This is an optimization exercise on Yosys and OpenROAD, whose aim is a short achievable clock period and few clock cycles, not a production implementation.
In this exercise RTL edits were held to simulation tests only and were not proved equivalent to the original.
Power figures rest on the tool's default switching activity, not on a simulated workload.

**design/flow/run.sh**
```bash
#!/bin/bash
# synth_recipe.tcl (not shown) runs the flow's synth.tcl, then flattens the netlist and writes it again
# the make line also repeats each setting of config.mk as NAME=value (left out here)
make -C /OpenROAD-flow-scripts/flow DESIGN_CONFIG=/design/flow/config.mk WORK_HOME=/design/flow/orfs CLKGATE_MAP_FILE= SYNTH_SCRIPT=/design/flow/synth_recipe.tcl finish
```
**design/flow/config.mk**
```make
export PLATFORM = sky130hd
export DESIGN_NAME = mipsCore
export DESIGN_NICKNAME = mipsCore
export VERILOG_FILES = /design/flow/design.v
export SDC_FILE = /design/flow/constraint.sdc
export NUM_CORES = 4
export LEC_CHECK = 0
export ABC_CLOCK_PERIOD_IN_PS = 2500
export CAP_MARGIN = 20
export CORE_MARGIN = 2
export CORE_UTILIZATION = 40
export SETUP_SLACK_MARGIN = 5
export SLEW_MARGIN = 20
export TNS_END_PERCENT = 100
```
**design/flow/constraint.sdc**
```tcl
create_clock -name core_clock -period 8.0 [get_ports {clk}]
set_input_delay 1.6000 -clock core_clock [delete_from_list [all_inputs] [get_ports {clk}]]
set_output_delay 1.6000 -clock core_clock [all_outputs]
set_load 0.01 [all_outputs]
```
**design/flow/design.v**
```verilog
`default_nettype none
package isaPkg;
  localparam logic [5:0] OP_RTYPE = 6'b000000;
  localparam logic [5:0] OP_J     = 6'b000010;
  localparam logic [5:0] OP_BEQ   = 6'b000100;
  localparam logic [5:0] OP_BNE   = 6'b000101;
  localparam logic [5:0] OP_ADDI  = 6'b001000;
  localparam logic [5:0] OP_ADDIU = 6'b001001;
  localparam logic [5:0] OP_SLTI  = 6'b001010;
  localparam logic [5:0] OP_SLTIU = 6'b001011;
  localparam logic [5:0] OP_ANDI  = 6'b001100;
  localparam logic [5:0] OP_ORI   = 6'b001101;
  localparam logic [5:0] OP_XORI  = 6'b001110;
  localparam logic [5:0] OP_LW    = 6'b100011;
  localparam logic [5:0] OP_SW    = 6'b101011;
  localparam logic [5:0] FN_ADD  = 6'b100000;
  localparam logic [5:0] FN_ADDU = 6'b100001;
  localparam logic [5:0] FN_SUB  = 6'b100010;
  localparam logic [5:0] FN_SUBU = 6'b100011;
  localparam logic [5:0] FN_AND  = 6'b100100;
  localparam logic [5:0] FN_OR   = 6'b100101;
  localparam logic [5:0] FN_XOR  = 6'b100110;
  localparam logic [5:0] FN_NOR  = 6'b100111;
  localparam logic [5:0] FN_SLT  = 6'b101010;
  localparam logic [5:0] FN_SLTU = 6'b101011;
endpackage
`default_nettype wire
`default_nettype none
package pipePkg;
  typedef struct packed {
    logic add;
    logic sub;
    logic andOp;
    logic orOp;
    logic xorOp;
    logic norOp;
    logic slt;
    logic sltu;
  } aluSelT;
endpackage
`default_nettype wire
`timescale 1ns/1ps
`default_nettype none
module controlDecoder
(
  input  logic [31:0]     instr,
  output logic [4:0]      dest,       
  output logic            aluSrc,     
  output logic [31:0]     imm,        
  output pipePkg::aluSelT alu,
  output logic            isLoad,
  output logic            isStore,
  output logic            branch,
  output logic            branchNe,
  output logic            jump
);
  logic [5:0] op, funct;
  logic       rType, iAlu, writeRd, writeRt;
  assign op    = instr[31:26];
  assign funct = instr[5:0];
  always_comb begin
    alu     = '0;
    rType   = 1'b0;
    iAlu    = 1'b0;
    if (op == isaPkg::OP_RTYPE) begin
      rType = 1'b1;
      case (funct)
        isaPkg::FN_ADD, isaPkg::FN_ADDU: alu.add   = 1'b1;
        isaPkg::FN_SUB, isaPkg::FN_SUBU: alu.sub   = 1'b1;
        isaPkg::FN_AND:                  alu.andOp = 1'b1;
        isaPkg::FN_OR:                   alu.orOp  = 1'b1;
        isaPkg::FN_XOR:                  alu.xorOp = 1'b1;
        isaPkg::FN_NOR:                  alu.norOp = 1'b1;
        isaPkg::FN_SLT:                  alu.slt   = 1'b1;
        isaPkg::FN_SLTU:                 alu.sltu  = 1'b1;
        default:                         rType     = 1'b0;   
      endcase
    end else begin
      iAlu = 1'b1;
      case (op)
        isaPkg::OP_ADDI, isaPkg::OP_ADDIU: alu.add   = 1'b1;
        isaPkg::OP_SLTI:                   alu.slt   = 1'b1;
        isaPkg::OP_SLTIU:                  alu.sltu  = 1'b1;
        isaPkg::OP_ANDI:                   alu.andOp = 1'b1;
        isaPkg::OP_ORI:                    alu.orOp  = 1'b1;
        isaPkg::OP_XORI:                   alu.xorOp = 1'b1;
        isaPkg::OP_LW, isaPkg::OP_SW: begin
          alu.add = 1'b1;                   
          iAlu    = 1'b0;
        end
        default:                           iAlu      = 1'b0;
      endcase
    end
  end
  assign isLoad   = (op == isaPkg::OP_LW);
  assign isStore  = (op == isaPkg::OP_SW);
  assign branch   = (op == isaPkg::OP_BEQ) || (op == isaPkg::OP_BNE);
  assign branchNe = (op == isaPkg::OP_BNE);
  assign jump     = (op == isaPkg::OP_J);
  assign writeRd = rType;
  assign writeRt = iAlu || isLoad;
  assign dest    = writeRd ? instr[15:11] : writeRt ? instr[20:16] : 5'd0;
  assign aluSrc  = iAlu || isLoad || isStore;
  assign imm = {(op[5:2] == 4'b0011) ? 16'h0000 : {16{instr[15]}}, instr[15:0]};
endmodule
`default_nettype wire
`timescale 1ns/1ps
`default_nettype none
module hazardUnit
(
  input  logic [4:0] rsF,
  input  logic [4:0] rtF,
  input  logic [4:0] destD,
  input  logic       wrD,         
  input  logic [4:0] destE,
  input  logic       wrE,         
  output logic       depEA,       
  output logic       depEB,
  output logic       depMA,       
  output logic       depMB
);
  assign depEA = wrD && (rsF == destD);
  assign depEB = wrD && (rtF == destD);
  assign depMA = wrE && (rsF == destE);
  assign depMB = wrE && (rtF == destE);
endmodule
`default_nettype wire
`timescale 1ns/1ps
`default_nettype none
module regFile
(
  input  logic        clk,
  input  logic        we,
  input  logic [4:0]  ra1,
  input  logic [4:0]  ra2,
  input  logic [4:0]  wa,
  input  logic [31:0] wd,
  output logic [31:0] rd1,
  output logic [31:0] rd2
);
  logic [31:0] regs [1:31];
  always_ff @(posedge clk) begin
    if (we && (wa != 5'd0)) regs[wa] <= wd;
  end
  assign rd1 = (ra1 == 5'd0) ? 32'd0 : (we && (wa == ra1)) ? wd : regs[ra1];
  assign rd2 = (ra2 == 5'd0) ? 32'd0 : (we && (wa == ra2)) ? wd : regs[ra2];
endmodule
`default_nettype wire
`timescale 1ns/1ps
`default_nettype none
module aluUnit
(
  input  logic [31:0] srcA,       
  input  logic [31:0] bx,         
  input  logic [31:0] aluOutM,    
  input  logic [31:0] aluOutMx,   
  input  logic [31:0] readData,   
  input  logic        fAA,        
  input  logic        fAL,        
  input  logic        fBA,        
  input  logic        fBL,        
  input  logic        inv,        
  input  logic [4:0]  selSum,     
  input  logic [4:0]  selSlt,     
  input  logic [4:0]  selSltu,    
  input  logic        selTwiceA,  
  input  logic        selTwiceL,  
  input  logic        selAnd,
  input  logic        selOr,
  input  logic        selXor,
  input  logic        selNor,
  output logic [31:0] result,
  output logic [31:0] addr        
);
  localparam int NADD = 5;
  logic [31:0] aIn [NADD];
  logic [31:0] bIn [NADD];
  logic [31:0] sum [NADD];
  logic [NADD-1:0] lessSigned, lessUnsigned;
  logic [31:0] opA, opB, logicRes, arithRes;
  assign aIn[0] = srcA;     assign bIn[0] = bx;
  assign aIn[1] = aluOutM;  assign bIn[1] = bx;
  assign aIn[2] = srcA;     assign bIn[2] = aluOutMx;
  assign aIn[3] = readData; assign bIn[3] = bx;
  assign aIn[4] = srcA;     assign bIn[4] = readData ^ {32{inv}};
  for (genvar i = 0; i < NADD; i++) begin : g_add
    logic [33:0] wide;
    assign wide            = {1'b0, aIn[i], 1'b1} + {1'b0, bIn[i], inv};
    assign sum[i]          = wide[32:1];
    assign lessSigned[i]   = (aIn[i][31] == bIn[i][31]) ? aIn[i][31] : wide[32];
    assign lessUnsigned[i] = !wide[33];
  end
  always_comb begin
    arithRes    = ({32{selTwiceA}} & {aluOutM[30:0], 1'b0})
                | ({32{selTwiceL}} & {readData[30:0], 1'b0});
    for (int i = 0; i < NADD; i++) arithRes = arithRes | ({32{selSum[i]}} & sum[i]);
    arithRes[0] = arithRes[0] | (|(selSlt & lessSigned)) | (|(selSltu & lessUnsigned));
  end
  assign opA = fAA ? aluOutM : fAL ? readData : srcA;
  assign opB = fBA ? aluOutM : fBL ? readData : bx;
  assign logicRes = ({32{selAnd}} & (opA & opB))
                  | ({32{selOr}}  & (opA | opB))
                  | ({32{selXor}} & (opA ^ opB))
                  | ({32{selNor}} & ~(opA | opB));
  assign result = arithRes | logicRes;
  assign addr = fAA ? sum[1] : fAL ? sum[3] : sum[0];
endmodule
`default_nettype wire
`timescale 1ns/1ps
`default_nettype none
module branchUnit
(
  input  logic [31:0] a,
  input  logic [31:0] b,
  output logic        equal
);
  assign equal = &(~(a ^ b));
endmodule
`default_nettype wire
`timescale 1ns/1ps
`default_nettype none
module mipsCore
#(
  parameter int DATA_WIDTH = 32
) (
  input  logic                  clk,
  input  logic                  reset,
  output logic [DATA_WIDTH-1:0] pc,
  input  logic [31:0]           instr,
  output logic                  memWrite,
  output logic [DATA_WIDTH-1:0] aluOut,
  output logic [DATA_WIDTH-1:0] writeData,
  input  logic [DATA_WIDTH-1:0] readData
);
  logic [4:0]      destF;
  logic            aluSrcF, isLoadF, isStoreF, branchF, branchNeF, jumpF;
  logic [31:0]     immF, rdAF, rdBF;
  pipePkg::aluSelT aluF;
  logic [4:0]      destM;
  logic            wrM, isLoadM;
  logic [31:0]     aluOutM, aluOutMx, addrM, writeDataM, valM;
  logic            memWriteM;
  controlDecoder u_dec (
    .instr(instr), .dest(destF), .aluSrc(aluSrcF), .imm(immF), .alu(aluF), .isLoad(isLoadF),
    .isStore(isStoreF), .branch(branchF), .branchNe(branchNeF), .jump(jumpF)
  );
  assign valM = isLoadM ? readData : aluOutM;
  regFile u_rf (
    .clk(clk), .we(wrM), .ra1(instr[25:21]), .ra2(instr[20:16]), .wa(destM), .wd(valM),
    .rd1(rdAF), .rd2(rdBF)
  );
  logic [4:0]      destD;
  logic            wrD, aluSrcD, isLoadD, isStoreD, branchD, branchNeD, jumpD;
  logic [31:0]     immD, regAD, regBD;
  logic [25:0]     targetD;
  pipePkg::aluSelT aluD;
  logic            mispE;
  logic [31:0]     opAD, opBD;
  always_ff @(posedge clk or posedge reset) begin
    if (reset) begin
      destD     <= '0;
      wrD       <= 1'b0;
      isStoreD  <= 1'b0;
      branchD   <= 1'b0;
      jumpD     <= 1'b0;
    end else if (mispE) begin
      destD     <= '0;
      wrD       <= 1'b0;
      isStoreD  <= 1'b0;
      branchD   <= 1'b0;
      jumpD     <= 1'b0;
    end else begin
      destD     <= destF;
      wrD       <= (destF != 5'd0);
      isStoreD  <= isStoreF;
      branchD   <= branchF;
      jumpD     <= jumpF;
    end
  end
  always_ff @(posedge clk) begin
    aluSrcD   <= aluSrcF;
    isLoadD   <= isLoadF;
    branchNeD <= branchNeF;
    immD      <= immF;
    targetD   <= instr[25:0];
    aluD      <= aluF;
    regAD     <= rdAF;
    regBD     <= rdBF;
  end
  logic [4:0]      destE;
  logic            wrE, isLoadE, isStoreE, invE;
  logic            fAAE, fALE, fBAE, fBLE, fSAE, fSLE;
  logic [4:0]      selSumE, selSltE, selSltuE;
  logic            selTwiceAE, selTwiceLE, selAndE, selOrE, selXorE, selNorE;
  logic            dEA, dEB, dMAluA, dMAluB, dMLdA, dMLdB, depEAF, depEBF, depMAF, depMBF;
  pipePkg::aluSelT aluE;
  logic [31:0]     srcAE, bxE, storeE;
  hazardUnit u_haz (
    .rsF(instr[25:21]), .rtF(instr[20:16]), .destD(destD), .wrD(wrD),
    .destE(destE), .wrE(wrE), .depEA(depEAF), .depEB(depEBF), .depMA(depMAF),
    .depMB(depMBF)
  );
  always_ff @(posedge clk or posedge reset) begin
    if (reset) begin
      dEA    <= 1'b0;
      dEB    <= 1'b0;
      dMAluA <= 1'b0;
      dMAluB <= 1'b0;
      dMLdA  <= 1'b0;
      dMLdB  <= 1'b0;
    end else begin
      dEA    <= depEAF;
      dEB    <= depEBF;
      dMAluA <= depMAF && !isLoadE;
      dMAluB <= depMBF && !isLoadE;
      dMLdA  <= depMAF && isLoadE;
      dMLdB  <= depMBF && isLoadE;
    end
  end
  assign opAD = dMAluA ? aluOutM : dMLdA ? readData : regAD;
  assign opBD = dMAluB ? aluOutM : dMLdB ? readData : regBD;
  logic            eqD, unresD, takenD, taken;
  logic            unresE, guessE, branchNeE, bAAE, bALE, bBAE, bBLE, eqE;
  logic [31:0]     brAE, brBE, altE;
  logic [31:0]     pcPlus4, pcTarget, nextTarget, branchTarget, jumpTarget;
  branchUnit u_brD (.a(opAD), .b(opBD), .equal(eqD));
  assign unresD = branchD && (dEA != dEB);
  assign takenD = jumpD || (unresD && immD[15]) ||
                  (branchD && !unresD && (((dEA && dEB) || eqD) ^ branchNeD));
  logic [31:0] pcTgtR, pcSeqR, pcCur;
  logic [7:0]  takeR, differs;
  logic        takenR;
  assign pcCur        = takenR ? pcTgtR : pcSeqR;
  assign pcPlus4      = takenR ? {pcTgtR[31:2] + 30'd1, 2'b00} : {pcSeqR[31:2] + 30'd1, 2'b00};
  assign branchTarget = takenR ? {pcTgtR[31:2] + {{14{immD[15]}}, immD[15:0]}, 2'b00}
                               : {pcSeqR[31:2] + {{14{immD[15]}}, immD[15:0]}, 2'b00};
  assign jumpTarget   = {pcCur[31:28], targetD, 2'b00};
  assign pcTarget     = jumpD ? jumpTarget : branchTarget;
  assign nextTarget = unresE ? altE : pcTarget;
  assign taken      = mispE || takenD;
  for (genvar gi = 0; gi < 8; gi++) begin : g_pcSel
    localparam int LO = 2 + 4 * gi;
    localparam int HI = (gi == 7) ? 31 : LO + 3;
    assign differs[gi] = (nextTarget[HI:LO] != pcPlus4[HI:LO]);
    assign pc[HI:LO]   = takeR[gi] ? pcTgtR[HI:LO] : pcSeqR[HI:LO];
  end
  assign pc[1:0] = 2'b00;
  always_ff @(posedge clk or posedge reset) begin
    if (reset) begin
      pcSeqR <= '0;
      takeR  <= '0;
      takenR <= 1'b0;
    end else begin
      pcSeqR <= pcPlus4;
      takenR <= taken;
      takeR  <= {8{taken}} & differs;
    end
  end
  always_ff @(posedge clk) begin
    pcTgtR <= nextTarget;
  end
  logic       invD, fAD, fALD, fBD, fBLD, fAnyA, fAnyB;
  logic [4:0] pairD;
  assign invD  = aluD.sub || aluD.slt || aluD.sltu;
  assign fAD   = dEA && !isLoadE;
  assign fALD  = dEA && isLoadE;
  assign fBD   = dEB && !aluSrcD && !isLoadE;
  assign fBLD  = dEB && !aluSrcD && isLoadE;
  assign fAnyA = dEA;
  assign fAnyB = dEB && !aluSrcD;
  assign pairD = {!fAnyA && fBLD, fALD && !fAnyB, !fAnyA && fBD, fAD && !fAnyB,
                  !fAnyA && !fAnyB};
  always_ff @(posedge clk or posedge reset) begin
    if (reset) begin
      destE      <= '0;
      wrE        <= 1'b0;
      isLoadE    <= 1'b0;
      isStoreE   <= 1'b0;
      unresE     <= 1'b0;
      aluE       <= '0;
      selSumE    <= '0;
      selSltE    <= '0;
      selSltuE   <= '0;
      selTwiceAE <= 1'b0;
      selTwiceLE <= 1'b0;
      selAndE    <= 1'b0;
      selOrE     <= 1'b0;
      selXorE    <= 1'b0;
      selNorE    <= 1'b0;
    end else begin
      destE      <= destD;
      wrE        <= wrD;
      isLoadE    <= isLoadD;
      isStoreE   <= isStoreD;
      unresE     <= unresD;
      aluE       <= aluD;
      selSumE    <= {5{aluD.add || aluD.sub}} & pairD;
      selSltE    <= {5{aluD.slt}} & pairD;
      selSltuE   <= {5{aluD.sltu}} & pairD;
      selTwiceAE <= aluD.add && fAD && fBD;
      selTwiceLE <= aluD.add && fALD && fBLD;
      selAndE    <= aluD.andOp;
      selOrE     <= aluD.orOp;
      selXorE    <= aluD.xorOp;
      selNorE    <= aluD.norOp;
    end
  end
  always_ff @(posedge clk) begin
    srcAE     <= opAD;
    bxE       <= (aluSrcD ? immD : opBD) ^ {32{invD}};
    storeE    <= opBD;
    invE      <= invD;
    fAAE      <= fAD;
    fALE      <= fALD;
    fBAE      <= fBD;
    fBLE      <= fBLD;
    fSAE      <= dEB && !isLoadE;
    fSLE      <= dEB && isLoadE;
    guessE    <= immD[15];
    branchNeE <= branchNeD;
    bAAE      <= branchD && dEA && !isLoadE;
    bALE      <= branchD && dEA && isLoadE;
    bBAE      <= branchD && dEB && !isLoadE;
    bBLE      <= branchD && dEB && isLoadE;
    altE      <= immD[15] ? pcPlus4 : branchTarget;
  end
  logic [31:0] aluResE, addrE, storeDataE;
  aluUnit u_alu (
    .srcA(srcAE), .bx(bxE), .aluOutM(aluOutM), .aluOutMx(aluOutMx), .readData(readData),
    .fAA(fAAE), .fAL(fALE), .fBA(fBAE), .fBL(fBLE), .inv(invE), .selSum(selSumE),
    .selSlt(selSltE), .selSltu(selSltuE), .selTwiceA(selTwiceAE), .selTwiceL(selTwiceLE),
    .selAnd(selAndE), .selOr(selOrE), .selXor(selXorE), .selNor(selNorE), .result(aluResE),
    .addr(addrE)
  );
  assign storeDataE = fSAE ? aluOutM : fSLE ? readData : storeE;
  assign brAE = bAAE ? aluOutM : bALE ? readData : srcAE;
  assign brBE = bBAE ? aluOutM : bBLE ? readData : storeE;
  branchUnit u_brE (.a(brAE), .b(brBE), .equal(eqE));
  assign mispE = unresE && ((eqE ^ branchNeE) != guessE);
  always_ff @(posedge clk or posedge reset) begin
    if (reset) begin
      destM     <= '0;
      wrM       <= 1'b0;
      isLoadM   <= 1'b0;
      memWriteM <= 1'b0;
    end else begin
      destM     <= destE;
      wrM       <= wrE;
      isLoadM   <= isLoadE;
      memWriteM <= isStoreE;
    end
  end
  always_ff @(posedge clk) begin
    aluOutM    <= aluResE;
    aluOutMx   <= aluResE ^ {32{invD}};    
    addrM      <= addrE;
    writeDataM <= storeDataE;
  end
  assign memWrite  = memWriteM;
  assign aluOut    = addrM;
  assign writeData = writeDataM;
endmodule
`default_nettype wire
```
==> results.tsv, run 1 <==
metric	value	unit
clockRootBuffer	clkbuf_16	
tns	0	ns
cts_buffers	163	
yosysMostFrequentCell	edfxtp_1	
power.share.combinational	30.3	%
sw_frac_of_total	32.53	%
synthSimpleGateAreaFrac	7.345	%
p_sw	7.834	mW
power_frac_clock	31.6	%
synth_seq_area_share	48.75	%
p_seq_share	38.1	%
totalPowerFinal	24.08	mW
leakagePower	36.55	nW
ys_ff_latch	1483	
slowest_delay	0.53	ns
core	204400	sq um
drtIter0Drc	7225	
place_area	87660	sq um
antenna_found_initial	14	
status	finished clean	
synth_area_per_cell	12.28	sq um
crit_chain	buf_6 > buf_6 > xor2_1 > ha_2 > o21a_4 > a21oi_4 > or4_4 > a2111oi_4 > buf_6 > nor2_4 > a311o_1 > a21oi_2 > nand4_1 > or3_4 > xnor2_2	
drive_gt1_share	31.59	%
worstSkewPairLatency	0.85	ns
yosysTopAreaCell	edfxtp_1	
required	8.70	ns
die_area	209200	sq um
htreeDepth	4	
fin_area	101300	sq um
worst_path_max_delay_cell	or4_4	
worst-setup-path-type	primary input to flip-flop	
grt.overflow.total	0	
r2r_slack	4.21	ns
rsz0062_at_grt	yes	
drt_first_pass_iters	5	
grtUsageTotal	28.06	%
clkSlewWorstSetupHoldPaths	0.06	ns
max_freq	0.2537	GHz
final_util	49.56	%
synth_mux_area_share	20.31	%
setup_viol_count_final	0	
path_buf_inv	3	
synth-compound-area-share	11.59	%
syn_to_final_growth	23.21	%
internal_power	16.25	mW
synth_fa_ha_area_share	4.003	%
fin_skew	0.03490	ns
place_hpwl	189.8	mm
synth_edf_count	992	
ys_warn_count	7	
ant_nets	0	
tightest_slew	1.097	ns
ios	163	
worstSetupEndpointType	flip-flop	
hp-class	flip-flop to flip-flop	
netlist_area	82210	sq um
die_y	457.3	microns
die_w	457.3	microns
buffer_ports.inserted	160	
rows	166	
synth_area_leaders	edfxtp_1 (36%), mux4_2 (12%), dfxtp_1 (9.7%)	
synth_top_family_by_area	multiplexers	
cts_tree	yes	
cp_top_family	simple AND/OR/NAND/NOR gates	
fin_crit_sh	49.27	%
cts.sinks	1483	
crit_path_frequent_cell	buf_6	
grt_pass1_vias	61072	
worstPathMaxFanout	3	
power_density	237.8	nW/um^2
gp_congestion	0.9681	
synth-xor-area-share	4.635	%
grt_max_degree	65	
yosys_most_used_dff	edfxtp_1	
netlist_instances	6694	
start_util	40.22	%
vias	61963	
ys_async_sr_fraction	6.204	%
maxSlewHeadroom	26.08	%
via_per_inst	6.270	
ys_top_cells_by_count	edfxtp_1 (992), nand2_1 (496), mux2i_1 (461)	
num-fill-cells	17475	
wl	306.0	mm
synth.top_cell.area_share	36.24	%
final_max_slew_viol_count	0	
wl_per_cell	30.97	microns
max_cap_violations	0	
arrival	4.64	ns
drc	0	
fin_nets	7376	
grt_pass1_wl	429.5	mm
ir_drop	0.0001830	V
start_kind	primary input	
ys_types	113	
cts_buffer_depth	3	
layout_min_cycle_time	3.942	ns
hold_viol	0	
repair_timing:
action	in CTS	in global routing
gates resized for setup	1132	372
pin swaps	206	167
setup endpoints to repair	812	307
hold buffers	0	0
gates cloned	35	17
setup buffers	236	125
cell families (layout without fill, tap and decap cells):
| family | after synthesis | after routing |
|---|---|---|
| mux | 1088 | 1088 |
| other cells | 1 | 8 |
| fa+ha+maj | 260 | 260 |
| compound gates | 1456 | 1456 |
| simple gates | 1290 | 1293 |
| flops | 1483 | 1483 |
| xor+xnor | 430 | 430 |
| buf+inv | 686 | 1176 |
final cells by class:
class | count | area [sq um] | area share, %
multi-input combinational | 4529 | 44240 | 43.68
sequential | 1483 | 40140 | 39.64
timing repair buffer | 695 | 7491 | 7.396
clock buffer | 211 | 4452 | 4.395
tap | 2688 | 3363 | 3.321
clock inverter | 92 | 867.1 | 0.8561
inverter | 172 | 671.9 | 0.6634
timing repair inverter | 6 | 35.03 | 0.03459
antenna | 6 | 15.01 | 0.01482
worst paths after layout:
| kind | from | end | cells after the start |
|---|---|---|---|
| min reg2reg | isLoadD | isLoadE | 0 |
| max | readData[4] | aluOutMx[0] | 15 |
| max reg2reg | fALE | aluOutMx[0] | 15 |
| min | isLoadD | isLoadE | 0 |
| max in group asynchronous | reset | dMAluB | 4 |
| min in group asynchronous | reset | takeR[6] | 3 |
power by group through the flow:
stage               logic, mW  clock network [mW]  registers (mW)
detailed placement       5.66                   0            9.29
global route             7.76                8.00            9.21
CTS                      6.51                7.69            9.14
global placement         5.60                   0            9.28
finish                   7.30                7.61            9.17
floorplan                4.03                   0            9.15
layer usage:
| metal | global-route usage [%] | routed length (microns) | vias to the layer above |
|---|---|---|---|
| met5 | 0 | 43 | - |
| met4 | 14.95 | 19190 | 6 |
| met3 | 4.924 | 27000 | 726 |
| met2 | 45.02 | 141400 | 3326 |
| met1 | 36.24 | 118400 | 31501 |
| li1 | - | - | 26404 |
cell usage in the layout, fill, tap and decap left out, types with 88 or more instances in the layout:
cell	netlist	layout
xor2_1	183	156
o21a_1	89	89
o21ai_0	390	277
buf_4	15	330
dfxtp_1	399	372
nor2_1	282	232
mux2i_1	461	437
ha_1	255	195
mux4_2	446	446
nand3_1	104	88
a21o_1	90	90
edfxtp_1	992	992
mux2_2	181	113
xnor2_1	242	205
clkbuf_16	0	178
buf_6	5	141
inv_1	168	154
a221oi_2	9	95
a21oi_1	354	291
nand2_1	496	482
stage by stage:
| stage | instances | hold WS (ns) | setup WS (ns) |
|---|---|---|---|
| CTS | 9734 | 0.3312 | 4.058 |
| detailed placement | 9160 | 0.3220 | 1.877 |
| global route | 9881 | 0.3396 | 4.024 |
| floorplan | 6695 | 0.3163 | 3.586 |
| finish | 9882 | 0.3288 | 4.058 |
| global placement | 9159 | 0.3186 | 1.941 |
registers in the layout, summed over array words and instances (netlist names), 8 cells and up:
signal / cells
regBD: 32
pcSeqR: 30
aluD: 8
aluOutM: 32
altE: 30
regAD: 32
targetD: 26
aluOutMx: 32
writeDataM: 32
storeE: 32
u_rf.regs: 992
addrM: 32
pcTgtR: 30
srcAE: 32
bxE: 32
takeR: 8
Testbench counts, summed over its fixed seeds: cycles 148,803.
==> inputs of run 2 (changes only) <==
--- a/design/flow/design.v
+++ b/design/flow/design.v
@@ -156,13 +156,9 @@
   input  logic [31:0] aluOutMx,   
-  input  logic [31:0] readData,   
   input  logic        fAA,        
-  input  logic        fAL,        
   input  logic        fBA,        
-  input  logic        fBL,        
   input  logic        inv,        
-  input  logic [4:0]  selSum,     
-  input  logic [4:0]  selSlt,     
-  input  logic [4:0]  selSltu,    
-  input  logic        selTwiceA,  
-  input  logic        selTwiceL,  
+  input  logic [2:0]  selSum,     
+  input  logic [2:0]  selSlt,     
+  input  logic [2:0]  selSltu,    
+  input  logic        selTwice,   
   input  logic        selAnd,
@@ -174,3 +170,3 @@
 );
-  localparam int NADD = 5;
+  localparam int NADD = 3;
   logic [31:0] aIn [NADD];
@@ -183,4 +179,2 @@
   assign aIn[2] = srcA;     assign bIn[2] = aluOutMx;
-  assign aIn[3] = readData; assign bIn[3] = bx;
-  assign aIn[4] = srcA;     assign bIn[4] = readData ^ {32{inv}};
   for (genvar i = 0; i < NADD; i++) begin : g_add
@@ -193,4 +187,3 @@
   always_comb begin
-    arithRes    = ({32{selTwiceA}} & {aluOutM[30:0], 1'b0})
-                | ({32{selTwiceL}} & {readData[30:0], 1'b0});
+    arithRes    = {32{selTwice}} & {aluOutM[30:0], 1'b0};
     for (int i = 0; i < NADD; i++) arithRes = arithRes | ({32{selSum[i]}} & sum[i]);
@@ -198,4 +191,4 @@
   end
-  assign opA = fAA ? aluOutM : fAL ? readData : srcA;
-  assign opB = fBA ? aluOutM : fBL ? readData : bx;
+  assign opA = fAA ? aluOutM : srcA;
+  assign opB = fBA ? aluOutM : bx;
   assign logicRes = ({32{selAnd}} & (opA & opB))
@@ -205,3 +198,3 @@
   assign result = arithRes | logicRes;
-  assign addr = fAA ? sum[1] : fAL ? sum[3] : sum[0];
+  assign addr = fAA ? sum[1] : sum[0];
 endmodule
@@ -255,4 +248,5 @@
   logic [25:0]     targetD;
+  logic [31:2]     slotD;           
   pipePkg::aluSelT aluD;
-  logic            mispE;
+  logic            mispE, stall;
   logic [31:0]     opAD, opBD;
@@ -271,3 +265,3 @@
       jumpD     <= 1'b0;
-    end else begin
+    end else if (!stall) begin
       destD     <= destF;
@@ -280,10 +274,16 @@
   always_ff @(posedge clk) begin
-    aluSrcD   <= aluSrcF;
-    isLoadD   <= isLoadF;
-    branchNeD <= branchNeF;
-    immD      <= immF;
-    targetD   <= instr[25:0];
-    aluD      <= aluF;
-    regAD     <= rdAF;
-    regBD     <= rdBF;
+    if (!stall) begin
+      aluSrcD   <= aluSrcF;
+      isLoadD   <= isLoadF;
+      branchNeD <= branchNeF;
+      immD      <= immF;
+      targetD   <= instr[25:0];
+      slotD     <= pcPlus4[31:2];
+      aluD      <= aluF;
+      regAD     <= rdAF;
+      regBD     <= rdBF;
+    end else begin
+      regAD     <= opAD;
+      regBD     <= opBD;
+    end
   end
@@ -291,5 +291,5 @@
   logic            wrE, isLoadE, isStoreE, invE;
-  logic            fAAE, fALE, fBAE, fBLE, fSAE, fSLE;
-  logic [4:0]      selSumE, selSltE, selSltuE;
-  logic            selTwiceAE, selTwiceLE, selAndE, selOrE, selXorE, selNorE;
+  logic            fAAE, fBAE, fSAE, fSLE, loadUse, branchLoad;
+  logic [2:0]      selSumE, selSltE, selSltuE;
+  logic            selTwiceE, selAndE, selOrE, selXorE, selNorE;
   logic            dEA, dEB, dMAluA, dMAluB, dMLdA, dMLdB, depEAF, depEBF, depMAF, depMBF;
@@ -311,10 +311,14 @@
     end else begin
-      dEA    <= depEAF;
-      dEB    <= depEBF;
-      dMAluA <= depMAF && !isLoadE;
-      dMAluB <= depMBF && !isLoadE;
-      dMLdA  <= depMAF && isLoadE;
-      dMLdB  <= depMBF && isLoadE;
+      dEA    <= depEAF && !stall;
+      dEB    <= depEBF && !stall;
+      dMAluA <= (stall ? dEA : depMAF) && !isLoadE;
+      dMAluB <= (stall ? dEB : depMBF) && !isLoadE;
+      dMLdA  <= (stall ? dEA : depMAF) && isLoadE;
+      dMLdB  <= (stall ? dEB : depMBF) && isLoadE;
     end
   end
+  assign loadUse    = isLoadE && (|aluD) && (dEA || (dEB && !aluSrcD));
+  assign branchLoad = branchD && ((isLoadE && (dEA || dEB)) || (!dEA && dMLdA) ||
+                                  (!dEB && dMLdB));
+  assign stall      = loadUse || branchLoad;
   assign opAD = dMAluA ? aluOutM : dMLdA ? readData : regAD;
@@ -322,17 +326,18 @@
   logic            eqD, unresD, takenD, taken;
-  logic            unresE, guessE, branchNeE, bAAE, bALE, bBAE, bBLE, eqE;
+  logic [31:0]     brAD, brBD;
+  logic            unresE, guessE, branchNeE, bAAE, bBAE, eqE;
   logic [31:0]     brAE, brBE, altE;
   logic [31:0]     pcPlus4, pcTarget, nextTarget, branchTarget, jumpTarget;
-  branchUnit u_brD (.a(opAD), .b(opBD), .equal(eqD));
-  assign unresD = branchD && (dEA != dEB);
+  assign brAD = dMAluA ? aluOutM : regAD;
+  assign brBD = dMAluB ? aluOutM : regBD;
+  branchUnit u_brD (.a(brAD), .b(brBD), .equal(eqD));
+  assign unresD = branchD && !branchLoad && (dEA != dEB);
   assign takenD = jumpD || (unresD && immD[15]) ||
-                  (branchD && !unresD && (((dEA && dEB) || eqD) ^ branchNeD));
+                  (branchD && !branchLoad && !unresD && (((dEA && dEB) || eqD) ^ branchNeD));
   logic [31:0] pcTgtR, pcSeqR, pcCur;
-  logic [7:0]  takeR, differs;
-  logic        takenR;
+  logic        takenR, takeA, takeB, keepC, keepD;
   assign pcCur        = takenR ? pcTgtR : pcSeqR;
   assign pcPlus4      = takenR ? {pcTgtR[31:2] + 30'd1, 2'b00} : {pcSeqR[31:2] + 30'd1, 2'b00};
-  assign branchTarget = takenR ? {pcTgtR[31:2] + {{14{immD[15]}}, immD[15:0]}, 2'b00}
-                               : {pcSeqR[31:2] + {{14{immD[15]}}, immD[15:0]}, 2'b00};
-  assign jumpTarget   = {pcCur[31:28], targetD, 2'b00};
+  assign branchTarget = {slotD + {{14{immD[15]}}, immD[15:0]}, 2'b00};
+  assign jumpTarget   = {slotD[31:28], targetD, 2'b00};
   assign pcTarget     = jumpD ? jumpTarget : branchTarget;
@@ -340,9 +345,7 @@
   assign taken      = mispE || takenD;
-  for (genvar gi = 0; gi < 8; gi++) begin : g_pcSel
-    localparam int LO = 2 + 4 * gi;
-    localparam int HI = (gi == 7) ? 31 : LO + 3;
-    assign differs[gi] = (nextTarget[HI:LO] != pcPlus4[HI:LO]);
-    assign pc[HI:LO]   = takeR[gi] ? pcTgtR[HI:LO] : pcSeqR[HI:LO];
-  end
-  assign pc[1:0] = 2'b00;
+  assign pc[9:2]   = takeA ? pcTgtR[9:2] : pcSeqR[9:2];
+  assign pc[17:10] = takeB ? pcTgtR[17:10] : pcSeqR[17:10];
+  assign pc[24:18] = keepC ? pcSeqR[24:18] : pcTgtR[24:18];
+  assign pc[31:25] = keepD ? pcSeqR[31:25] : pcTgtR[31:25];
+  assign pc[1:0]   = 2'b00;
   always_ff @(posedge clk or posedge reset) begin
@@ -350,8 +353,12 @@
       pcSeqR <= '0;
-      takeR  <= '0;
-      takenR <= 1'b0;
+      pcTgtR <= '0;
+      takeA  <= 1'b0;
+      keepC  <= 1'b0;
+      takenR <= 1'b1;
     end else begin
-      pcSeqR <= pcPlus4;
+      pcSeqR <= stall ? pcCur : pcPlus4;
+      pcTgtR <= nextTarget;
+      takeA  <= taken;
+      keepC  <= !taken;
       takenR <= taken;
-      takeR  <= {8{taken}} & differs;
     end
@@ -359,15 +366,11 @@
   always_ff @(posedge clk) begin
-    pcTgtR <= nextTarget;
+    takeB <= taken;
+    keepD <= !taken;
   end
-  logic       invD, fAD, fALD, fBD, fBLD, fAnyA, fAnyB;
-  logic [4:0] pairD;
+  logic       invD, fAD, fBD;
+  logic [2:0] pairD;
   assign invD  = aluD.sub || aluD.slt || aluD.sltu;
   assign fAD   = dEA && !isLoadE;
-  assign fALD  = dEA && isLoadE;
   assign fBD   = dEB && !aluSrcD && !isLoadE;
-  assign fBLD  = dEB && !aluSrcD && isLoadE;
-  assign fAnyA = dEA;
-  assign fAnyB = dEB && !aluSrcD;
-  assign pairD = {!fAnyA && fBLD, fALD && !fAnyB, !fAnyA && fBD, fAD && !fAnyB,
-                  !fAnyA && !fAnyB};
+  assign pairD = {!fAD && fBD, fAD && !fBD, !fAD && !fBD};
   always_ff @(posedge clk or posedge reset) begin
@@ -383,4 +386,18 @@
       selSltuE   <= '0;
-      selTwiceAE <= 1'b0;
-      selTwiceLE <= 1'b0;
+      selTwiceE  <= 1'b0;
+      selAndE    <= 1'b0;
+      selOrE     <= 1'b0;
+      selXorE    <= 1'b0;
+      selNorE    <= 1'b0;
+    end else if (stall) begin
+      destE      <= '0;    
+      wrE        <= 1'b0;
+      isLoadE    <= 1'b0;
+      isStoreE   <= 1'b0;
+      unresE     <= 1'b0;
+      aluE       <= '0;
+      selSumE    <= '0;
+      selSltE    <= '0;
+      selSltuE   <= '0;
+      selTwiceE  <= 1'b0;
       selAndE    <= 1'b0;
@@ -396,7 +413,6 @@
       aluE       <= aluD;
-      selSumE    <= {5{aluD.add || aluD.sub}} & pairD;
-      selSltE    <= {5{aluD.slt}} & pairD;
-      selSltuE   <= {5{aluD.sltu}} & pairD;
-      selTwiceAE <= aluD.add && fAD && fBD;
-      selTwiceLE <= aluD.add && fALD && fBLD;
+      selSumE    <= {3{aluD.add || aluD.sub}} & pairD;
+      selSltE    <= {3{aluD.slt}} & pairD;
+      selSltuE   <= {3{aluD.sltu}} & pairD;
+      selTwiceE  <= aluD.add && fAD && fBD;
       selAndE    <= aluD.andOp;
@@ -413,5 +429,3 @@
     fAAE      <= fAD;
-    fALE      <= fALD;
     fBAE      <= fBD;
-    fBLE      <= fBLD;
     fSAE      <= dEB && !isLoadE;
@@ -420,6 +434,4 @@
     branchNeE <= branchNeD;
-    bAAE      <= branchD && dEA && !isLoadE;
-    bALE      <= branchD && dEA && isLoadE;
-    bBAE      <= branchD && dEB && !isLoadE;
-    bBLE      <= branchD && dEB && isLoadE;
+    bAAE      <= branchD && dEA;
+    bBAE      <= branchD && dEB;
     altE      <= immD[15] ? pcPlus4 : branchTarget;
@@ -428,5 +440,4 @@
   aluUnit u_alu (
-    .srcA(srcAE), .bx(bxE), .aluOutM(aluOutM), .aluOutMx(aluOutMx), .readData(readData),
-    .fAA(fAAE), .fAL(fALE), .fBA(fBAE), .fBL(fBLE), .inv(invE), .selSum(selSumE),
-    .selSlt(selSltE), .selSltu(selSltuE), .selTwiceA(selTwiceAE), .selTwiceL(selTwiceLE),
+    .srcA(srcAE), .bx(bxE), .aluOutM(aluOutM), .aluOutMx(aluOutMx), .fAA(fAAE), .fBA(fBAE),
+    .inv(invE), .selSum(selSumE), .selSlt(selSltE), .selSltu(selSltuE), .selTwice(selTwiceE),
     .selAnd(selAndE), .selOr(selOrE), .selXor(selXorE), .selNor(selNorE), .result(aluResE),
@@ -435,4 +446,4 @@
   assign storeDataE = fSAE ? aluOutM : fSLE ? readData : storeE;
-  assign brAE = bAAE ? aluOutM : bALE ? readData : srcAE;
-  assign brBE = bBAE ? aluOutM : bBLE ? readData : storeE;
+  assign brAE = bAAE ? aluOutM : srcAE;
+  assign brBE = bBAE ? aluOutM : storeE;
   branchUnit u_brE (.a(brAE), .b(brBE), .equal(eqE));
==> run 2 against run 1 <==
Sequential power increased by 5.0%. Hold slack better by 0.075 ns. Final area is 6.3% lower. Flip-flop and latch count up 15. Global-route usage decreased by 1.2 points. First-iteration DRC count increased by 4.7%. Register-to-register slack better by 0.45 ns. Largest cell class is now flip-flops and latches.
==> results.tsv, run 2 <==
metric	value	unit	change
leakagePower	34.08	nW	-6.8%
core	195000	sq um	-4.6%
ys_types	96		-15%
vias	57094		-7.9%
yosysTopAreaCell	edfxtp_1		
rsz0062_at_grt	yes		
ys_async_sr_fraction	7.276	%	+1.1 points
grtUsageTotal	26.89	%	-1.2 points
worstPathMaxFanout	6		+3
ios	163		unchanged
whs_path_depth	0		unchanged
ys_ff_latch	1498		+1.0%
place_inst	8506		-7.1%
die_w	447.1	microns	-2.2%
setup_viol_count_final	0		unchanged
clockRootBuffer	clkbuf_16		
maxSlewHeadroom	20.99	%	-5.1 points
hp-class	flip-flop to flip-flop		
layout_min_cycle_time	3.524	ns	-0.4178 ns
status	finished clean		
max_freq	0.2838	GHz	+12%
required	6.40	ns	-2.30 ns
final_max_slew_viol_count	0		unchanged
drt_first_pass_iters	8		+3
via_per_inst	6.275		about the same
drc	0		unchanged
die_y	447.1	microns	-2.2%
clkSlewWorstSetupHoldPaths	0.06	ns	about the same
fin_skew	0.09463	ns	+0.05973 ns
largest_reg_flops	992		unchanged
gp_congestion	0.9171		-5.3%
synth.top_cell.area_share	40.54	%	+4.3 points
synth_area_per_cell	12.98	sq um	+5.7%
yosysMostFrequentCell	edfxtp_1		
max_cap_violations	0		unchanged
start_kind	flip-flop		
crit-reg2reg-launch	bAAE		
antenna_found_initial	21		+7
synth_edf_count	1060		+6.9%
ys_top_cells_by_count	edfxtp_1 (1060), mux2i_1 (490), mux4_2 (480)		
rr_worst_depth	10		-5
final_common_cell	edfxtp_1		
grt_max_degree	81		+25%
power_density	247.6	nW/um^2	+4.1%
wl_per_cell	31.13	microns	+0.53%
drtIter0Drc	7564		+4.7%
r2r_slack	4.66	ns	+0.45 ns
hold_viol	0		unchanged
rows	162		-2.4%
min_to	branchNeE		
ctsHoldBuffers	0		unchanged
layout_common_cells	edfxtp_1 (1060), mux4_2 (480), mux2i_1 (467)		
cts_buffer_depth	3		unchanged
yosys_most_used_dff	edfxtp_1		
cts_tree	yes		
final_util	48.69	%	-0.87 points
start_util	40.27	%	+0.048 points
ir_drop	0.0002349	V	+28%
wl	283.3	mm	-7.4%
fin_nets	6587		-11%
r2r-end	branchD		
buffer_ports.inserted	160		unchanged
tns	0	ns	unchanged
netlist_area	78520	sq um	-4.5%
syn_to_final_growth	20.91	%	
worstSkewPairLatency	0.88	ns	+0.03 ns
min-delay-start	branchNeD		
drive_gt1_share	26.39	%	-5.2 points
synth_seq_area_share	52.40	%	+3.6 points
totalPowerFinal	23.50	mW	-2.4%
place_hpwl	163.0	mm	-14%
regMostFlops	u_rf.regs		
fin_crit_sh	44.05	%	-5.2 points
ys_warn_count	7		unchanged
cts.sinks	1498		+1.0%
htreeDepth	4		unchanged
worstSetupEndpointType	output port		
grt_pass1_vias	54362		-11%
fin_cells	9099		-7.9%
arrival	1.92	ns	-2.72 ns
synth_area_leaders	edfxtp_1 (41%), mux4_2 (14%), dfxtp_1 (8.4%)		
grt_pass1_wl	389.1	mm	-9.4%
die_area	199900	sq um	-4.4%
grt.overflow.total	0		unchanged
tightest_slew	1.173	ns	+0.07555 ns
netlist_instances	6050		-9.6%
cts_buffers	165		+1.2%
worst-setup-path-type	flip-flop to output port		
ant_nets	0		unchanged
[run 2: cell types whose count changed after synthesis, moves of 63 or more]
cell,delta
nor2_1,+117
o22ai_1,+112
a221oi_1,-90
mux2_2,-77
nand2_1,-73
nor3_1,-73
xnor2_1,-72
dfxtp_1,-70
edfxtp_1,+68
ha_1,-63
[run 2: worst max-delay path: stages (launching register included)]
cell and delay [ns]:
dfrtp_2 0.49, buf_6 0.15, mux2_4 0.32, buf_6 0.14
[run 2: cell type report]
cell class              instances  area, sq um
diodes                         10        25.02
well taps                    2624         3283
inverters                     141        575.6
flip-flops and latches       1498        41310
clock buffers                 217         4477
clock inverters                90         1455
multi-input cells            3986        37390
repair buffers                530         6392
fillers                     16721       100100
repair inverters                3        26.28
[run 2: per-stage QoR]
step	setup WS, ns	hold slack [ns]	area (sq um)
floorplan	4.514	0.3312	79350
global placement	2.877	0.3765	82940
detailed placement	2.873	0.3791	82960
CTS	4.397	0.3936	92550
global route	4.427	0.4156	94940
finish	4.476	0.4040	94940
[run 2: per-layer routing]
layer	global-route usage, %	routed length, microns	vias up
li1	-	-	23985
met4	14.76	17470	6
met5	0	81	-
met2	41.84	130000	3403
met1	35.43	106700	29006
met3	5.205	29000	694
[run 2: logic make-up after synthesis]
group / share of synthesized area [%]
DFF: 52.40
AOI/OAI and AO/OA: 10.39
and+or+nand+nor: 6.057
muxes: 21.50
buffers and inverters: 2.817
xor gates and xnor gates: 3.670
adders and majority gates: 3.161
other: 0.004776
[run 2: worst max path at each step]
stage	cells after the start	slack (ns)	end	from
after global placement	8	2.88	regBD[15]	instr[16]
final	3	4.48	pc[2]	takeA
after detailed placement	8	2.87	regBD[15]	instr[16]
after floorplan	9	4.51	regBD[24]	instr[16]
after CTS	3	4.40	pc[2]	takeA
after global routing	3	4.43	pc[2]	takeA
[run 2: what timing repair did]
item	in CTS	in global routing
hold endpoints to repair	0	0
setup endpoints to repair	733	222
setup buffers	123	87
gates resized for setup	854	224
cloned	37	29
pin swaps	102	93
[run 2: report_power, final]
part           switching, mW  leakage [nW]  internal, mW
combinational           3.05          17.1          2.47
clock                   3.39          2.86          4.96
sequential             0.597          14.1          9.03
Testbench counts of run 2, summed over its fixed seeds: cycles 152,341.
==> inputs of run 3 (changes only) <==
--- a/design/flow/design.v
+++ b/design/flow/design.v
@@ -337,3 +337,3 @@
   logic [31:0] pcTgtR, pcSeqR, pcCur;
-  logic        takenR, takeA, takeB, keepC, keepD;
+  logic        takenR, takeA, takeB, keepC, keepD, keepE, takeF;
   assign pcCur        = takenR ? pcTgtR : pcSeqR;
@@ -345,6 +345,8 @@
   assign taken      = mispE || takenD;
-  assign pc[9:2]   = takeA ? pcTgtR[9:2] : pcSeqR[9:2];
-  assign pc[17:10] = takeB ? pcTgtR[17:10] : pcSeqR[17:10];
-  assign pc[24:18] = keepC ? pcSeqR[24:18] : pcTgtR[24:18];
-  assign pc[31:25] = keepD ? pcSeqR[31:25] : pcTgtR[31:25];
+  assign pc[6:2]   = takeA ? pcTgtR[6:2] : pcSeqR[6:2];
+  assign pc[11:7]  = takeB ? pcTgtR[11:7] : pcSeqR[11:7];
+  assign pc[16:12] = keepC ? pcSeqR[16:12] : pcTgtR[16:12];
+  assign pc[21:17] = keepD ? pcSeqR[21:17] : pcTgtR[21:17];
+  assign pc[26:22] = keepE ? pcSeqR[26:22] : pcTgtR[26:22];
+  assign pc[31:27] = takeF ? pcTgtR[31:27] : pcSeqR[31:27];
   assign pc[1:0]   = 2'b00;
@@ -365,2 +367,6 @@
   end
+  always_ff @(posedge clk or posedge reset) begin
+    if (reset)       keepE <= 1'b0;
+    else if (!stall) keepE <= !taken;
+  end
   always_ff @(posedge clk) begin
@@ -368,2 +374,3 @@
     keepD <= !taken;
+    if (!stall) takeF <= taken;
   end
==> run 3 against run 2 <==
Critical path depth up 6. Count of clock-buffer cells in the layout rose by 1. Final cell count is 0.74% higher. Synthesized area grew 1.1%. Largest cell class unchanged. Highest routed layer unchanged.
==> results.tsv, run 3 <==
metric	value	unit	change
maxSlewHeadroom	3.665	%	-17 points
grt_pass1_wl	400.9	mm	+3.0%
crit_chain	buf_16 > mux2_4 > a22oi_2 > nand4_1 > nand4b_1 > or4_1 > or3_4 > o41a_1 > o211ai_4		
yosys_most_used_dff	edfxtp_1		
drt_first_pass_iters	7		-1
die_y	449.6	microns	+0.55%
fin_skew	0.07593	ns	-0.01870 ns
fin_nets	6639		+0.79%
core	197200	sq um	+1.1%
power_density	243.2	nW/um^2	-1.8%
synth_edf_count	1061		+0.094%
arrival	4.20	ns	+2.28 ns
internal_power	15.94	mW	-3.2%
cts_buffer_depth	3		unchanged
rsz0062_at_grt	yes		
place_area	84030	sq um	+1.3%
grtUsageTotal	27.23	%	+0.34 points
cts.sinks	1500		+0.13%
netlist_area	79410	sq um	+1.1%
totalPowerFinal	23.03	mW	-2.0%
final_util	48.03	%	-0.66 points
drc	0		unchanged
wl_per_cell	31.27	microns	+0.44%
tns	0	ns	unchanged
whs_path_depth	0		unchanged
grt_max_degree	71		-12%
final_common_cell	edfxtp_1		
htreeDepth	4		unchanged
wl	286.6	mm	+1.2%
max_cap_violations	0		unchanged
sw_frac_of_total	30.79	%	+0.85 points
worstPathMaxFanout	6		unchanged
r2r_slack	4.40	ns	-0.26 ns
slowest_delay	0.58	ns	+0.09 ns
grt.overflow.total	0		unchanged
start_util	40.26	%	about the same
clockRootBuffer	clkbuf_16		
worst-setup-path-type	flip-flop to flip-flop		
syn_to_final_growth	19.28	%	
regMostFlops	u_rf.regs		
yosysMostFrequentCell	edfxtp_1		
leakagePower	33.88	nW	-0.58%
cts_buffers	165		unchanged
power.share.combinational	24.2	%	+0.7 points
via_per_inst	6.250		-0.40%
worstSkewPairLatency	0.87	ns	about the same
min_to	memWriteM		
worst_path_max_delay_cell	dfrtp_4		
buffer_ports.inserted	160		unchanged
clkSlewWorstSetupHoldPaths	0.06	ns	about the same
final_max_slew_viol_count	0		unchanged
yosysTopAreaCell	edfxtp_1		
ios	163		unchanged
crit-reg2reg-launch	dMAluB		
power_frac_clock	34.2	%	-1.3 points
setup_viol_count_final	0		unchanged
ant_nets	0		unchanged
required	8.60	ns	+2.20 ns
p_seq_share	41.6	%	+0.6 points
hp-class	flip-flop to flip-flop		
antenna_found_initial	12		-43%
synth.top_cell.area_share	40.12	%	-0.41 points
drtIter0Drc	6982		-7.7%
p_sw	7.092	mW	+0.76%
gp_congestion	0.9708		+5.9%
cts_tree	yes		
hold_viol	0		unchanged
rows	163		+0.62%
ys_top_cells_by_count	edfxtp_1 (1061), mux4_2 (476), mux2i_1 (451)		
max_freq	0.2780	GHz	-2.0%
die_area	202100	sq um	+1.1%
worstSetupEndpointType	flip-flop		
layout_min_cycle_time	3.597	ns	+0.07285 ns
rr_worst_depth	9		-1
place_hpwl	167.8	mm	+2.9%
vias	57285		+0.33%
ys_ff_latch	1500		+0.13%
ctsHoldBuffers	0		unchanged
fin_crit_sh	44.96	%	+0.91 points
synth_seq_area_share	51.89	%	-0.51 points
largest_reg_flops	992		unchanged
ys_types	102		+6.3%
die_w	449.6	microns	+0.55%
synth_area_per_cell	12.90	sq um	-0.59%
ys_warn_count	7		unchanged
netlist_instances	6154		+1.7%
layout_common_cells	edfxtp_1 (1061), mux4_2 (476), mux2i_1 (434)		
synth_area_leaders	edfxtp_1 (40%), mux4_2 (14%), dfxtp_1 (8.3%)		
hold_slack	0.3636	ns	-0.04040 ns
ir_drop	0.0002130	V	-9.3%
grt_pass1_vias	55186		+1.5%
ys_async_sr_fraction	7.333	%	+0.057 points
r2r-end	takeF		
drive_gt1_share	26.11	%	-0.28 points
fin_area	94710	sq um	-0.24%
tightest_slew	1.430	ns	+0.2572 ns
status	finished clean		
start_kind	flip-flop		
min-delay-start	isStoreE		
-- run 3: cell count changes after synthesis, sizes merged, moves of 31 or more --
cell / before / now
inv: 140 / 205
nor2: 400 / 345
o211ai: 73 / 19
a21oi: 337 / 387
xor2: 159 / 113
o22ai: 124 / 81
a221oi: 21 / 60
mux2i: 490 / 451
nand2: 423 / 392
o21ai: 364 / 333
xnor2: 170 / 201
-- run 3: layout make-up --
cell class	count	area, sq um
fill	17034	102500
multi-input combinational	4008	37810
clock inverter	90	1094
inverter	205	799.5
tap	2640	3303
antenna	8	20.02
timing repair inverter	1	8.758
sequential	1500	41370
clock buffer	218	4508
timing repair buffer	496	5806
-- run 3: worst max-delay path, delay by kind of cell (launching register included) --
kind                   cells  cell delay, ns
and+or+nand+nor            4            1.53
muxes                      1            0.31
DFF                        1            0.58
buffers and inverters      1            0.19
AOI/OAI and AO/OA          3            0.72
-- run 3: cell families (layout without fill, tap and decap cells) --
| group | after synthesis | in the layout | synth area share, % |
|---|---|---|---|
| adder cells (fa/ha/maj) | 196 | 196 | 3.126 |
| flip-flops | 1500 | 1500 | 51.89 |
| AND/OR/NAND/NOR | 1070 | 1072 | 6.136 |
| buffers and inverters | 650 | 1010 | 3.233 |
| XOR/XNOR | 314 | 314 | 3.463 |
| multiplexers | 1053 | 1053 | 20.98 |
| other | 1 | 10 | 0.004723 |
| AO/OA/AOI/OAI | 1370 | 1371 | 11.17 |
-- run 3: metal layers --
metal  vias to the layer above  share of wire [%]  global-route usage [%]  wire length [microns]
met5                         -             0.0084                       0                     24
met4                         4                5.8                   13.81                  16640
met3                       608                9.2                   5.527                  26470
met2                      2968                 47                   43.58                 133600
met1                     29360                 38                   35.10                 109900
li1                      24345                  -                       -                      -
-- run 3: per-stage QoR --
stage / setup WS, ns / instances
after floorplan: 4.520 / 6155
after global placement: 3.050 / 8625
after detailed placement: 3.016 / 8626
after CTS: 4.457 / 9067
after global routing: 4.440 / 9165
final: 4.403 / 9166
-- run 3: timing repair --
action,4_1_cts,5_1_grt
buffers inserted,100,73
resized for setup,742,249
pin swaps,46,74
endpoints found under the setup margin,399,243
gates cloned,33,18
endpoints found under the hold margin,0,0
-- run 3: how the worst max path moves through the flow --
stage | slack, ns | cells past startpoint | startpoint | endpoint
5_1_grt | 4.44 | 9 | dMAluB | takeF
3_5_place_dp | 3.02 | 12 | instr[23] | regAD[17]
2_1_floorplan | 4.52 | 9 | instr[16] | regBD[31]
3_3_place_gp | 3.05 | 12 | instr[23] | regAD[31]
6_report | 4.40 | 9 | dMAluB | takeF
4_1_cts | 4.46 | 3 | takeA | pc[6]
-- run 3: power groups by stage --
stage | combinational, mW | sequential [mW] | clock, mW
detailed placement | 4.89 | 9.73 | 0
finish | 5.57 | 9.59 | 7.87
global route | 6.00 | 9.64 | 8.25
floorplan | 3.38 | 9.52 | 0
global placement | 4.83 | 9.72 | 0
CTS | 5.20 | 9.55 | 7.94
Testbench counts of run 3, summed over its fixed seeds: cycles 152,341.
==> inputs of run 4 (changes only) <==
--- a/design/flow/design.v
+++ b/design/flow/design.v
@@ -320,5 +320,4 @@
   assign loadUse    = isLoadE && (|aluD) && (dEA || (dEB && !aluSrcD));
-  assign branchLoad = branchD && ((isLoadE && (dEA || dEB)) || (!dEA && dMLdA) ||
-                                  (!dEB && dMLdB));
-  assign stall      = loadUse || branchLoad;
+  assign branchLoad = 1'b0;
+  assign stall      = loadUse;
   assign opAD = dMAluA ? aluOutM : dMLdA ? readData : regAD;
@@ -326,9 +325,17 @@
   logic            eqD, unresD, takenD, taken;
-  logic [31:0]     brAD, brBD;
+  logic            eqRRD, eqMRD, eqRMD, eqLRD, eqRLD, eqRRE, eqMRE, eqRME, eqLRE, eqRLE;
+  logic            bALE, bBLE;
   logic            unresE, guessE, branchNeE, bAAE, bBAE, eqE;
-  logic [31:0]     brAE, brBE, altE;
+  logic [31:0]     altE;
   logic [31:0]     pcPlus4, pcTarget, nextTarget, branchTarget, jumpTarget;
-  assign brAD = dMAluA ? aluOutM : regAD;
-  assign brBD = dMAluB ? aluOutM : regBD;
-  branchUnit u_brD (.a(brAD), .b(brBD), .equal(eqD));
+  branchUnit u_brRRD (.a(regAD),   .b(regBD),   .equal(eqRRD));
+  branchUnit u_brMRD (.a(aluOutM), .b(regBD),   .equal(eqMRD));
+  branchUnit u_brRMD (.a(regAD),   .b(aluOutM), .equal(eqRMD));
+  branchUnit u_brLRD (.a(readData), .b(regBD),    .equal(eqLRD));
+  branchUnit u_brRLD (.a(regAD),    .b(readData), .equal(eqRLD));
+  logic mA, mB;
+  assign mA  = dMAluA || dMLdA;
+  assign mB  = dMAluB || dMLdB;
+  assign eqD = (mA && mB) || (dMAluA && !mB && eqMRD) || (!mA && dMAluB && eqRMD) ||
+               (dMLdA && !mB && eqLRD) || (!mA && dMLdB && eqRLD) || (!mA && !mB && eqRRD);
   assign unresD = branchD && !branchLoad && (dEA != dEB);
@@ -441,4 +448,6 @@
     branchNeE <= branchNeD;
-    bAAE      <= branchD && dEA;
-    bBAE      <= branchD && dEB;
+    bAAE      <= branchD && dEA && !isLoadE;
+    bBAE      <= branchD && dEB && !isLoadE;
+    bALE      <= branchD && dEA && isLoadE;
+    bBLE      <= branchD && dEB && isLoadE;
     altE      <= immD[15] ? pcPlus4 : branchTarget;
@@ -453,5 +462,12 @@
   assign storeDataE = fSAE ? aluOutM : fSLE ? readData : storeE;
-  assign brAE = bAAE ? aluOutM : srcAE;
-  assign brBE = bBAE ? aluOutM : storeE;
-  branchUnit u_brE (.a(brAE), .b(brBE), .equal(eqE));
+  branchUnit u_brRRE (.a(srcAE),   .b(storeE),  .equal(eqRRE));
+  branchUnit u_brMRE (.a(aluOutM), .b(storeE),  .equal(eqMRE));
+  branchUnit u_brRME (.a(srcAE),   .b(aluOutM), .equal(eqRME));
+  branchUnit u_brLRE (.a(readData), .b(storeE),   .equal(eqLRE));
+  branchUnit u_brRLE (.a(srcAE),    .b(readData), .equal(eqRLE));
+  logic eA, eB;
+  assign eA  = bAAE || bALE;
+  assign eB  = bBAE || bBLE;
+  assign eqE = (eA && eB) || (bAAE && !eB && eqMRE) || (!eA && bBAE && eqRME) ||
+               (bALE && !eB && eqLRE) || (!eA && bBLE && eqRLE) || (!eA && !eB && eqRRE);
   assign mispE = unresE && ((eqE ^ branchNeE) != guessE);
==> run 4 against run 3 <==
Still clean. Synthesized cell count down 2.1%. Wire length up 1.7%. Count of clock-buffer cells in the layout down 6. Via count down 1.6%. Worst setup slack better by 0.097 ns. Clock skew down 0.020 ns. Sequential power up 0.7%. Global-route usage up 0.41 points. Largest cell class unchanged. Highest routed layer unchanged.
==> results.tsv, run 4 <==
metric	value	unit	change
num-fill-cells	16815		-1.3%
regArea	41450	sq um	+0.18%
setup_slack	4.500	ns	+0.09691 ns
synth_edf_count	1061		unchanged
layout_common_cells	edfxtp_1 (1061), mux4_2 (474), mux2i_1 (451)		
start_kind	flip-flop		
fin_nets	6648		+0.14%
regMostFlops	u_rf.regs		
dp_slack	2.712	ns	-0.3041 ns
via_per_inst	6.143		-1.7%
grt.overflow.total	0		unchanged
worst-setup-path-type	flip-flop to output port		
wl_per_cell	31.75	microns	+1.5%
r2r_slack	4.66	ns	+0.26 ns
ys_async_sr_fraction	7.324	%	-0.0098 points
core	197000	sq um	-0.10%
layout_min_cycle_time	3.500	ns	-0.09691 ns
worstSkewPairLatency	0.85	ns	-0.02 ns
clkSlewWorstSetupHoldPaths	0.06	ns	about the same
drt_first_pass_iters	7		unchanged
buffer_ports.inserted	160		unchanged
cts.sinks	1502		+0.13%
rows	163		unchanged
worstPathMaxFanout	3		-3
die_w	449.0	microns	-0.13%
ant_nets	0		unchanged
ctsHoldBuffers	0		unchanged
synth-compound-area-share	8.113	%	-3.1 points
synth_fa_ha_area_share	3.119	%	-0.0074 points
multi_input_area	39210	sq um	+3.7%
maxSlewHeadroom	27.14	%	+23 points
max_cap_violations	0		unchanged
max_freq	0.2857	GHz	+2.8%
antenna_found_initial	16		+4
rsz0062_at_grt	yes		
vias	56370		-1.6%
cts_tree	yes		
setup_viol_count_final	0		unchanged
hp-class	flip-flop to flip-flop		
largest_reg_flops	992		unchanged
synth.top_cell.area_share	40.23	%	+0.11 points
fin_skew	0.05549	ns	-0.02044 ns
leakagePower	35.04	nW	+3.4%
synth_top_family_by_area	multiplexers		
arrival	1.90	ns	-2.30 ns
fin_crit_sh	43.75	%	-1.2 points
cts_buffers	164		-0.61%
ys_ff_latch	1502		+0.13%
status	finished clean		
die_y	449.0	microns	-0.13%
required	6.40	ns	-2.20 ns
grt_pass1_wl	404.0	mm	+0.79%
syn_to_final_growth	22.65	%	
gp_congestion	0.9641		-0.69%
clockRootBuffer	clkbuf_16		
ir_drop	0.0002128	V	about the same
power_density	237.2	nW/um^2	-2.5%
netlist_instances	6025		-2.1%
htreeDepth	4		unchanged
ios	163		unchanged
synth_mux_area_share	21.18	%	+0.20 points
netlist_area	79190	sq um	-0.27%
worstSetupEndpointType	output port		
die_area	201600	sq um	-0.26%
grt_max_degree	76		+7.0%
yosysTopAreaCell	edfxtp_1		
drive_gt1_share	28.91	%	+2.8 points
final_max_slew_viol_count	0		unchanged
ys_types	96		-5.9%
final_common_cell	edfxtp_1		
yosys_most_used_dff	edfxtp_1		
hold_viol	0		unchanged
yosysMostFrequentCell	edfxtp_1		
tightest_slew	1.082	ns	-0.3484 ns
synth_seq_area_share	52.08	%	+0.19 points
totalPowerFinal	23.04	mW	about the same
synth_area_leaders	edfxtp_1 (40%), mux4_2 (13%), dfxtp_1 (8.4%)		
synth_area_per_cell	13.14	sq um	+1.9%
synth-xor-area-share	6.437	%	+3.0 points
start_util	40.20	%	-0.066 points
grt_pass1_vias	54983		-0.37%
ys_warn_count	7		unchanged
grtUsageTotal	27.64	%	+0.41 points
cts_buffer_depth	3		unchanged
ys_top_cells_by_count	edfxtp_1 (1061), mux2i_1 (505), mux4_2 (474)		
wl	291.4	mm	+1.7%
synthSimpleGateAreaFrac	6.435	%	+0.30 points
place_hpwl	171.8	mm	+2.4%
tns	0	ns	unchanged
drc	0		unchanged
drtIter0Drc	6820		-2.3%
[run 4: cell count changes after synthesis, moves of 54 or more]
cell	delta
xor2_1	+186
xnor2_1	+82
inv_1	-85
nand2_1	-56
mux2i_1	+54
a21oi_1	-64
[run 4: layout make-up]
cell class                      count  share of cell area (%)
Clock inverter                     90                  0.9533
Inverter                          121                  0.4844
Timing Repair Buffer              608                   7.580
Antenna cell                       14                 0.03607
Multi-Input combinational cell   3990                   40.37
Clock buffer                      212                   4.506
Sequential cell                  1502                   42.67
Tap cell                         2640                   3.401
[run 4: path summary, 6_finish.rpt]
check,end,startpoint,depth (start not counted)
setup / recovery,pc[5],takeA,3
hold / removal,memWriteM,isStoreE,0
setup reg to reg,takeF,aluOutM[0],11
hold reg to reg,memWriteM,isStoreE,0
max in group asynchronous,takeA,reset,3
min in group asynchronous,pcTgtR[9],reset,2
[run 4: kinds of logic (layout without fill, tap and decap cells)]
kind of cell,Yosys count,after routing
flops,1502,1502
buf+inv,541,1031
mux,1071,1071
fa+ha+maj,195,195
compound gates,1044,1045
simple gates,1089,1095
other cells,1,16
xor+xnor,582,582
[run 4: power breakdown]
| group | internal (mW) | switching, mW |
|---|---|---|
| Sequential | 9.02 | 0.637 |
| Clock | 4.23 | 3.35 |
| Combinational | 2.59 | 3.20 |
| Total | 15.8 | 7.19 |
[run 4: critical path, cell delays in order (launching register included)]
cell     delay, ns
dfrtp_2       0.46
buf_6         0.15
mux2_4        0.32
buf_6         0.14
[run 4: per-stage QoR]
| stage | instance area, sq um | util (%) | cells | hold WS (ns) |
|---|---|---|---|---|
| after floorplan | 80420 | - | 6026 | 0.3312 |
| after global placement | 83920 | 42.60 | 8513 | 0.3333 |
| after detailed placement | 83920 | 42.60 | 8513 | 0.3401 |
| after CTS | 94230 | 47.83 | 9002 | 0.3540 |
| after global routing | 97110 | 49.29 | 9170 | 0.3579 |
| final | 97130 | 49.30 | 9177 | 0.3523 |
[run 4: layer usage]
metal  part of all wire [%]  track usage [%]  vias up
met1                     38            35.53    28810
met5                 0.0079                0        -
met2                     48            45.60     2950
li1                       -                -    23899
met3                    8.2            4.448      707
met4                    5.7            13.32        4
[run 4: what timing repair did]
item,4_1_cts,5_1_grt
hold endpoints to repair,0,0
gates resized for setup,1155,271
pin swaps,144,128
setup buffers,135,141
endpoints found under the setup margin,587,295
gates cloned,52,19
Testbench counts of run 4, summed over its fixed seeds: cycles 151,261.

static timing again, ports no longer ideal:
The flow's constraints put no driver on any port. The routed layouts listed below were extracted and timed again, unchanged, in two steps.
Step 1 sets driving cells, clkbuf_16 on the clock port and buf_2 on the other inputs (assumed; they add their load-dependent delay and slew).
Step 2, shift: input delay + t, output delay - t, t = (earliest + latest rising clock arrival at the registers) / 2. This alone moves slack from input paths to output paths.
Three values: ideal, step 1, step 2; two values: the first two.
| run | shift t [ns] | setup slack, ns | clock arrival spread, ns |
|---|---|---|---|
| run 1 | 0.926 | 4.058 / 4.120 / 3.194 | 0.039 / 0.039 |
| run 2 | 0.922 | 4.476 / 4.391 / 3.661 | 0.095 / 0.095 |
| run 3 | 0.924 | 4.403 / 4.403 / 3.822 | 0.078 / 0.078 |
| run 4 | 0.912 | 4.500 / 4.414 / 3.694 | 0.064 / 0.063 |
After both steps setup and hold are still met in every run listed. The setup slack of run 1, which loses most, moves by +0.062 ns with the drivers and by -0.864 ns with both steps.
